Context: an optimization exercise on an open-source flow, tuned for small area, a short achievable clock period and few clock cycles per item. The choices shown serve that exercise and are no tape-out recipe. At most, simulation tests tie the RTL to the original design; equivalence was not proved. Power and IR drop assume default switching activity.

// muldiv_seq
module muldiv_seq #(
  parameter int DWIDTH    = 32,
  parameter int FRAC_BITS = 29
) (
  input  logic              clock,
  input  logic              reset,
  input  logic              start,
  input  logic              kill,
  input  logic [2:0]        MDFunc,
  input  logic [DWIDTH-1:0] A,
  input  logic [DWIDTH-1:0] B,
  output logic [DWIDTH-1:0] MDOut,
  output logic              busy,
  output logic              done
);
  localparam int W = 46;   
  logic [31:0]  r_a;       
  logic [31:0]  r_b;       
  logic         r_bx;      
  logic [2:0]   r_f;
  logic [W-1:0] r_s;       
  logic [W-1:0] r_c;       
  logic         r_cy;      
  logic         r_first;   
  logic [3:0]   r_p1, r_p2, r_n1, r_n2;   
  logic [31:0]  r_out;
  logic         r_busy, r_done;
  logic         st_m, st_fin, st_da, st_ds, st_di;
  logic [4:0]   r_cnt;
  logic [5:0]   r_ca, r_cb;
  logic         r_nq, r_nr;
  wire rk  = reset | kill;
  wire acc = start & ~r_busy & ~rk;
  wire        sgn_a = ~(r_f[1] & r_f[0]);
  wire        sgn_b = ~r_f[1];
  wire [34:0] ax    = {{3{sgn_a & r_a[31]}}, r_a};
  wire [34:0] ax2   = {ax[33:0], 1'b0};
  logic [W-1:0] pp [4];
  always_comb begin
    for (int t = 0; t < 4; t++) begin
      logic [34:0] m;
      m     = ({35{r_p1[t]}} & ax) | ({35{r_p2[t]}} & ax2) |
              ({35{r_n1[t]}} & ~ax) | ({35{r_n2[t]}} & ~ax2);
      pp[t] = {{(W-35){m[34]}}, m} << (2*t);
    end
  end
  wire [3:0] bneg = r_n1 | r_n2;
  logic [W-1:0] kconst;
  always_comb begin
    kconst = '0;
    for (int j = 0; j < 4; j++)
      kconst[8*j+6] = r_b[8*j+7] & ~(r_b[8*j+6] & r_b[8*j+5]);
  end
  wire [W-1:0] x0 = pp[0];
  wire [W-1:0] x1 = pp[1] | {{(W-1){1'b0}}, bneg[0]};
  wire [W-1:0] x2 = pp[2] | {{(W-3){1'b0}}, bneg[1], 2'b0};
  wire [W-1:0] x3 = pp[3] | {{(W-5){1'b0}}, bneg[2], 4'b0};
  wire [W-1:0] x4 = r_first ? kconst : {{8{r_s[W-1]}}, r_s[W-1:8]};
  wire [W-1:0] x5 = r_first ? '0     : {{8{r_c[W-1]}}, r_c[W-1:8]};
  wire [W-1:0] s1 = x0 ^ x1 ^ x2;
  wire [W-1:0] c1 = {((x0 & x1) | (x0 & x2) | (x1 & x2)), 1'b0};
  wire [W-1:0] s2 = x3 ^ x4 ^ x5;
  wire [W-1:0] c2 = {((x3 & x4) | (x3 & x5) | (x4 & x5)), 1'b0};
  wire [W-1:0] s3 = s1 ^ c1 ^ s2;
  wire [W-1:0] c3 = {((s1 & c1) | (s1 & s2) | (c1 & s2)), 1'b0};
  ...
For scale: about 3,800 cells after synthesis, about 230 flip-flops, about 0.031 sq mm of cells after synthesis.
clock: 10.0 ns
lec_check: 0
cap_margin: 20
core_margin: 2
core_utilization: 60
place_density: 0.75
slew_margin: 20
run.sh (not shown) runs the stock make flow with config.mk's settings and CLKGATE_MAP_FILE= SYNTH_SCRIPT=/design/flow/synth_recipe.tcl, a recipe that flattens the netlist after the stock synthesis.
Rerun with:
- CORE_UTILIZATION: 60 -> 40
- PLACE_DENSITY: 0.75 -> 0.6
Result: Via count shrinks by 6.2%; combinational power falls by about 1%; core utilization drops by 21 points; synthesized area stays the same; routed wire length went down by 0.90%; count of clock-buffer cells in the layout goes up by 2; global-route usage decreases by 17 points; final cell count rose by 7.8%.
Function was not checked in any run of this note: the RTL went through the layout flow alone.


== run 1 ==
Another version of the RTL of muldiv_seq (not shown whole).
Size in the first run: ~5,400 cells after synthesis, about 280 flip-flops, ~110 I/O pins, about 0.038 sq mm of cells after synthesis.
## muldiv_seq
module muldiv_seq #(
  parameter int DWIDTH    = 32,
  parameter int FRAC_BITS = 29
) (
  input  logic              clock,
  input  logic              reset,
  input  logic              start,
  input  logic              kill,
  input  logic [2:0]        MDFunc,
  input  logic [DWIDTH-1:0] A,
  input  logic [DWIDTH-1:0] B,
  output logic [DWIDTH-1:0] MDOut,
  output logic              busy,
  output logic              done
);
Settings: LEC_CHECK=0, ABC_AREA=1, CAP_MARGIN=20, CORE_MARGIN=2, CORE_UTILIZATION=40, GPL_TIMING_DRIVEN=1, PLACE_DENSITY=0.6, SLEW_MARGIN=20; clock period 10.0 ns.
standard.sh (not shown) runs the stock make flow with config.mk's settings and CLKGATE_MAP_FILE= SYNTH_SCRIPT=/design/flow/synth_recipe.tcl, a recipe that flattens the netlist after the stock synthesis.
==> flow/flow/run.sh <==
#!/bin/bash
# Standard ORFS layout, with timing repair aimed at a tighter target than the
# 10 ns constraint (the constraint itself is unchanged) and strong port buffers.
set -euo pipefail
bash standard.sh finish \
  "SETUP_SLACK_MARGIN=6.5" \
  "TNS_END_PERCENT=5" \
  "BUFFER_PORTS_ARGS=-buffer_cell sky130_fd_sc_hd__buf_4" \
  > standard_flow.log 2>&1
Run 1 reached the final stage; the timing, design-rule and antenna checks on its layout passed.
Testbench counts of run 1, summed over its fixed seeds: cycles 11,851, ops 3,200.
Input changes introduced in run 2 (baseline for comparison: run 1):
- swapping 0.6 for 0.65 in PLACE_DENSITY
- swapping 40 for 50 in CORE_UTILIZATION
- clearing GPL_TIMING_DRIVEN, which used to be 1
-- flow/flow/run.sh --
<<< run 1, line 5
bash standard.sh finish \
  "SETUP_SLACK_MARGIN=6.5" \
  "TNS_END_PERCENT=5" \
>>> run 2, line 5
bash standard.sh finish \
  "SETUP_SLACK_MARGIN=6.4" \
  "TNS_END_PERCENT=5" \
Results
Run 2 has completed all stages; timing, DRC and antenna checks passed.
In summary, run 1 completed successfully, with a layout that passed the timing, design-rule and antenna checks.
Adder-cell share of the synthesized area came out exactly the same in run 1 and run 2.
Going from run 1 to run 2, the power share of the clock group was found to have gone up by 0.3 points.
The final reports for run 2 and run 1 show detailed-routed wire length on met3 higher in the former.
Taking run 1 as the reference, in run 2 sequential share of layout area went down by 0.33 points; flip-flop and latch count stayed essentially flat; maximum fanout along the worst path down 2; reg2reg setup slack rose 0.03 ns; fmax moved up.
Cell count delta for run 2 relative to run 1: 230 lower
#### Input delta (run 3 over run 2)
- swapping 50 for 40 in CORE_UTILIZATION
- swapping 0.65 for 0.6 in PLACE_DENSITY
### Flow results
Compared with run 2, in run 3 worst setup skew after layout has decreased; total track usage decreased by 8.9 points relative to the old numbers.
Relative to run 2, the number of fill cells measured on run 3 has increased by more than a quarter.
| overall routed net length | run 3 vs run 2 | ≈ equal |
Relative to run 2, die area increased by 25% in run 3.
In the reports for run 2 and run 3, the larger worst hold slack belongs to run 2.
In terms of global-route wire length before repair, run 3 and run 2 differ only marginally.
Run 3 ends up with a utilization after layout that is 11 points lower than in run 2.
#### Input delta (run 4 over run 3)
- SLEW_MARGIN now 5, was 20
- CAP_MARGIN now 5, was 20
[summary]
Launching instance or port of the critical path = r_ax[3]: run 3; launching instance or port of the critical path = r_b[27]: run 4. Run 4 packs its core more tightly than run 3. Run 3 has lower area added between synthesis and finish than run 4. [compare] base=run 3 new=run 4: switching part of the total has remained practically unchanged, violation count after the first detailed-route iteration decreased by 3.3% relative to the old numbers, layout buffering overhead excluding clock cells climbed 0.21 points, share of final-layout standard cells stronger than drive strength 1 shows an increase of 0.49 points.
Input-level comparison between run 5 and run 4:
- SLEW_MARGIN changed from 5 to 20
- CAP_MARGIN changed from 5 to 20
-- flow/flow/run.sh --
<<< run 4, line 5
bash standard.sh finish \
  "SETUP_SLACK_MARGIN=6.4" \
  "TNS_END_PERCENT=5" \
  "BUFFER_PORTS_ARGS=-buffer_cell sky130_fd_sc_hd__buf_4" \
>>> run 5, line 5
bash standard.sh finish \
  "SETUP_SLACK_MARGIN=6.6" \
  "TNS_END_PERCENT=3" \
  "BUFFER_PORTS_ARGS=-buffer_cell sky130_fd_sc_hd__buf_4" \
### Flow results
The final reports for run 5 and run 4 show number of gates given a new drive strength after cts higher in the former. Delta (run 5 minus run 4): multi-input gate area in the final layout picked up an extra about 1%; post-detailed-route wirelength per cell neither gained nor lost much; combinational power lost about 1%. For run 5, the launching instance or port of the critical path was r_ax[3], unlike run 4, where it was r_b[27]. Run 4 → run 5: number of buffers inserted by post-CTS setup repair dropped about 2.4%, overall power -about 0.54%, critical path depth up 7, number of antenna violations at the first check in global routing fell by 1, sum of routed wire length over all layers fell 700 microns. Post-route fraction of the period consumed by the critical path essentially unchanged between run 4 and run 5.

==> separate check: timing with driven ports <==
In the flow no input, the clock included, has a driving cell. The finished layouts below were timed again as built, in two steps.
Step 1 sets driving cells, clkbuf_16 on the clock port and buf_2 on the other inputs (assumed; they add their load-dependent delay and slew).
Step 2 adds t to the input delays and takes it off the output delays; t is the mean of the earliest and latest rising clock arrival at the registers after step 1. Input paths then give back, and output paths get back, about the clock's delay inside the block.
Three values: no drivers, after step 1, after step 2; two values: the first two.
run | t, ns | setup WS [ns] | latest minus earliest clock arrival (ns) | worst register clock-pin slew, ns
the first run of note 1 | 0.676 | 1.504 / 1.504 / 1.504 | 0.061 / 0.061 | 0.07 / 0.07
the second run of note 1 | 0.651 | 1.986 / 1.986 / 1.986 | 0.036 / 0.035 | 0.07 / 0.07
run 1 | 0.639 | 6.153 / 6.153 / 5.715 | 0.029 / 0.029 | 0.07 / 0.07
run 2 | 0.663 | 6.179 / 6.179 / 5.810 | 0.027 / 0.027 | 0.07 / 0.07
run 3 | 0.630 | 6.212 / 6.212 / 5.813 | 0.026 / 0.026 | 0.07 / 0.07
run 4 | 0.629 | 6.242 / 6.242 / 5.810 | 0.027 / 0.027 | 0.07 / 0.07
run 5 | 0.623 | 6.228 / 6.228 / 5.740 | 0.019 / 0.019 | 0.07 / 0.07
After both steps setup and hold are still met in every run listed. For run 5, which loses most, drivers alone change the setup slack by 0.000 ns; drivers and shift together by -0.488 ns.
